This design comes from an exercise in tuning for small area on the open sky130 flow, not from production work. In this exercise RTL edits were held to simulation tests only and were not proved equivalent to the original. Power and IR drop assume default switching activity.

orange:
Design network_frontend_top, start of the top module:
module network_frontend_top (
    input  logic       clk125m,
    input  logic       reset_pulse,         
    input  logic       pll_locked,
    input  logic       pcs_resetdone,       
    input  logic       user_tx_valid,       
    input  logic [7:0] user_tx_data,        
    input  logic       stack_full,          
    output logic       pll_reset,
    output logic       pcs_reset,
    output logic       stack_reset,
    output logic       mdc,                 
    output logic       mdio_out,            
    output logic       init_done,           
    output logic       user_full,
    output logic       stack_tx_valid,      
    output logic [7:0] stack_tx_data        
);
==> flow/config.mk <==
export PLATFORM = sky130hd
export DESIGN_NAME = network_frontend_top
export DESIGN_NICKNAME = network_frontend_top
export VERILOG_FILES = /design/flow/design.v
export SDC_FILE = /design/flow/constraint.sdc
export NUM_CORES = 4
export LEC_CHECK = 0
export CAP_MARGIN = 20
export CORE_MARGIN = 2
export CORE_UTILIZATION = 70
export PLACE_DENSITY = 0.85
export SLEW_MARGIN = 20
==> flow/constraint.sdc <==
create_clock -name core_clock -period 8.0 [get_ports {clk125m}]
set_input_delay 1.6000 -clock core_clock [delete_from_list [all_inputs] [get_ports {clk125m}]]
set_output_delay 1.6000 -clock core_clock [all_outputs]
set_load 0.01 [all_outputs]
standard.sh (not shown) runs the stock make flow with config.mk's settings and CLKGATE_MAP_FILE= SYNTH_SCRIPT=/design/flow/synth_recipe.tcl, a recipe that flattens the netlist after the stock synthesis.
==> flow/flow/run.sh <==
#!/bin/bash
# Own layout flow: the standard ORFS flow (standard.sh) with three changes:
#  - synthesis maps the logic with an area-oriented ABC script (flow/abc_area.script);
#    everything else in synthesis, flip-flop mapping included, is the standard script
#  - port buffers are the smallest buffer cell
#  - clock tree sinks are clustered more coarsely, without dummy loads
#  - placement repair keeps nets at 64 pins or fewer (flow/max_fanout.tcl)
# Each tool's output goes to a log in this folder.
set -euo pipefail
W=$(pwd)
F=$W/flow

# standard synth.tcl with the abc script swapped
sed 's|^  log_cmd abc {\*}\$abc_args|  lset abc_args 1 '"$F"'/abc_area.script\n  log_cmd abc {*}$abc_args|' \
    "$FLOW_HOME/scripts/synth.tcl" > "$W/own_synth_body.tcl"
grep -q "abc_area.script" "$W/own_synth_body.tcl"
sed 's|source \$::env(SCRIPTS_DIR)/synth.tcl|source '"$W"'/own_synth_body.tcl|' \
    "$W/synth_recipe.tcl" > "$W/own_synth.tcl"
grep -q "own_synth_body.tcl" "$W/own_synth.tcl"

CTS="-sink_clustering_enable -repair_clock_nets -sink_clustering_size 18 -sink_clustering_max_diameter 50 -buf_list sky130_fd_sc_hd__clkbuf_8 -dont_use_dummy_load"

bash "$W/standard.sh" \
    SYNTH_SCRIPT="$W/own_synth.tcl" \
    BUFFER_PORTS_ARGS="-buffer_cell sky130_fd_sc_hd__buf_1" \
    CTS_ARGS="$CTS" \
    PRE_GLOBAL_PLACE_TCL="$F/max_fanout.tcl" \
    finish > "$W/orfs_make.log" 2>&1
test -s "$W/out/final.def"
==> flow/flow/abc_area.script <==
&get -n
&st
&syn2
&dch
&nf -R 1000 -p -F 8 -A 8 -C 32
&put
topo
dnsize -c
==> flow/flow/max_fanout.tcl <==
set_max_fanout 64 [current_design]
For red, these inputs were changed with respect to orange:
- a change of CORE_UTILIZATION from 70 to 60
- a change of PLACE_DENSITY from 0.85 to 0.75
-- flow/flow/run.sh --
<<< orange, line 19
grep -q "own_synth_body.tcl" "$W/own_synth.tcl"

CTS="-sink_clustering_enable -repair_clock_nets -sink_clustering_size 18 -sink_clustering_max_diameter 50 -buf_list sky130_fd_sc_hd__clkbuf_8 -dont_use_dummy_load"

bash "$W/standard.sh" \
>>> red, line 19
grep -q "own_synth_body.tcl" "$W/own_synth.tcl"

CTS="-sink_clustering_enable -repair_clock_nets -sink_clustering_size 10 -sink_clustering_max_diameter 40 -buf_list sky130_fd_sc_hd__clkbuf_4 -dont_use_dummy_load"

bash "$W/standard.sh" \
Findings:
- In summary, red completed successfully, with a layout that passed the timing, design-rule and antenna checks.
- Diff orange..red | post-synth net total | unchanged
- Comparing red with orange, the total vias in the final route came out essentially unchanged.
- red vs orange, initial DRC count went down by 4.1%.
- Compared red against orange; combined area of the multi-input logic cells within noise.
- The required time reported for the critical path endpoint on orange is in line with that on red.
- orange has lower H-tree level count than red.
- The register-to-register slack on red is in line with that on orange.

network_frontend_top, a different RTL version from the one above (not shown whole).
For scale: ~1100 cells after synthesis, about 540 flip-flops, about 19000 um^2 of cells after synthesis.
## network_frontend_top
module network_frontend_top (
    input  logic       clk125m,
    input  logic       reset_pulse,         
    input  logic       pll_locked,
    input  logic       pcs_resetdone,       
    input  logic       user_tx_valid,       
    input  logic [7:0] user_tx_data,        
    input  logic       stack_full,          
    output logic       pll_reset,
    output logic       pcs_reset,
    output logic       stack_reset,
    output logic       mdc,                 
    output logic       mdio_out,            
    output logic       init_done,           
    output logic       user_full,
    output logic       stack_tx_valid,      
    output logic [7:0] stack_tx_data        
);
clock: 8.0 ns
lec_check: 0
cap_margin: 20
core_margin: 2
core_utilization: 60
place_density: 0.75
slew_margin: 20
==> flow/flow/run.sh <==
#!/bin/bash
# Own layout flow: the standard ORFS flow (standard.sh) with three changes:
#  - synthesis maps the logic with an area-oriented ABC script (flow/abc_area.script);
#    everything else in synthesis, flip-flop mapping included, is the standard script
#  - port buffers are the smallest buffer cell
#  - clock tree sinks are clustered more coarsely, without dummy loads
# Each tool's output goes to a log in this folder.
set -euo pipefail
W=$(pwd)
F=$W/flow

# standard synth.tcl with the abc script swapped
sed 's|^  log_cmd abc {\*}\$abc_args|  lset abc_args 1 '"$F"'/abc_area.script\n  log_cmd abc {*}$abc_args|' \
    "$FLOW_HOME/scripts/synth.tcl" > "$W/own_synth_body.tcl"
grep -q "abc_area.script" "$W/own_synth_body.tcl"
sed 's|source \$::env(SCRIPTS_DIR)/synth.tcl|source '"$W"'/own_synth_body.tcl|' \
    "$W/synth_recipe.tcl" > "$W/own_synth.tcl"
grep -q "own_synth_body.tcl" "$W/own_synth.tcl"

CTS="-sink_clustering_enable -repair_clock_nets -sink_clustering_size 10 -sink_clustering_max_diameter 40 -buf_list sky130_fd_sc_hd__clkbuf_4 -dont_use_dummy_load"

bash "$W/standard.sh" \
    SYNTH_SCRIPT="$W/own_synth.tcl" \
    BUFFER_PORTS_ARGS="-buffer_cell sky130_fd_sc_hd__buf_1" \
    CTS_ARGS="$CTS" \
    finish > "$W/orfs_make.log" 2>&1
test -s "$W/out/final.def"
Scripts as last shown in full above: flow/flow/abc_area.script
Change:
--- a/flow/flow/run.sh
+++ b/flow/flow/run.sh
@@ -20 +20 @@
-CTS="-sink_clustering_enable -repair_clock_nets -sink_clustering_size 10 -sink_clustering_max_diameter 40 -buf_list sky130_fd_sc_hd__clkbuf_4 -dont_use_dummy_load"
+CTS="-sink_clustering_enable -repair_clock_nets -sink_clustering_size 18 -sink_clustering_max_diameter 50 -buf_list sky130_fd_sc_hd__clkbuf_8 -dont_use_dummy_load"
- CORE_UTILIZATION: 60 -> 70
- PLACE_DENSITY: 0.75 -> 0.85
What happened: Sequential power barely changes. Area after synthesis does not change. Utilization increases by 9.9 points. Die area decreases by roughly a tenth. Non-clock buffer count decreases by 2. Total power stays flat. Via count decreases slightly. Design area stays flat. Synthesized cell count is unchanged. Sequential cell count does not change.

-- port drivers added, routing unchanged --
In the flow no input, the clock included, has a driving cell. The finished layouts below were timed again as built, in two steps. Step 1 (the two cells are an assumption about what drives the block):
set clk [get_ports {clk125m}]
set_driving_cell -lib_cell sky130_fd_sc_hd__clkbuf_16 $clk
set_driving_cell -lib_cell sky130_fd_sc_hd__buf_2 [delete_from_list [all_inputs] $clk]
Step 2, shift: input delay + t, output delay - t, t = (earliest + latest rising clock arrival at the registers) / 2. This alone moves slack from input paths to output paths. Three values: no drivers, after step 1, after step 2; two values: the first two.
run | t, ns | slack for setup (ns) | worst register clock-pin slew, ns | worst data-port slew with drivers (ns) | pins driven straight from the clock port
orange | 0.603 | 2.767 / 2.720 / 3.324 | 0.11 / 0.11 | 0.04 | 1
red | 0.721 | 2.806 / 2.760 / 3.481 | 0.11 / 0.11 | 0.03 | 1
the first run of note 2 | 0.738 | 2.399 / 2.356 / 3.094 | 0.11 / 0.11 | 0.03 | 1
the second run of note 2 | 0.603 | 2.881 / 2.835 / 3.437 | 0.11 / 0.11 | 0.03 | 1
After both steps every run listed still meets setup and hold.
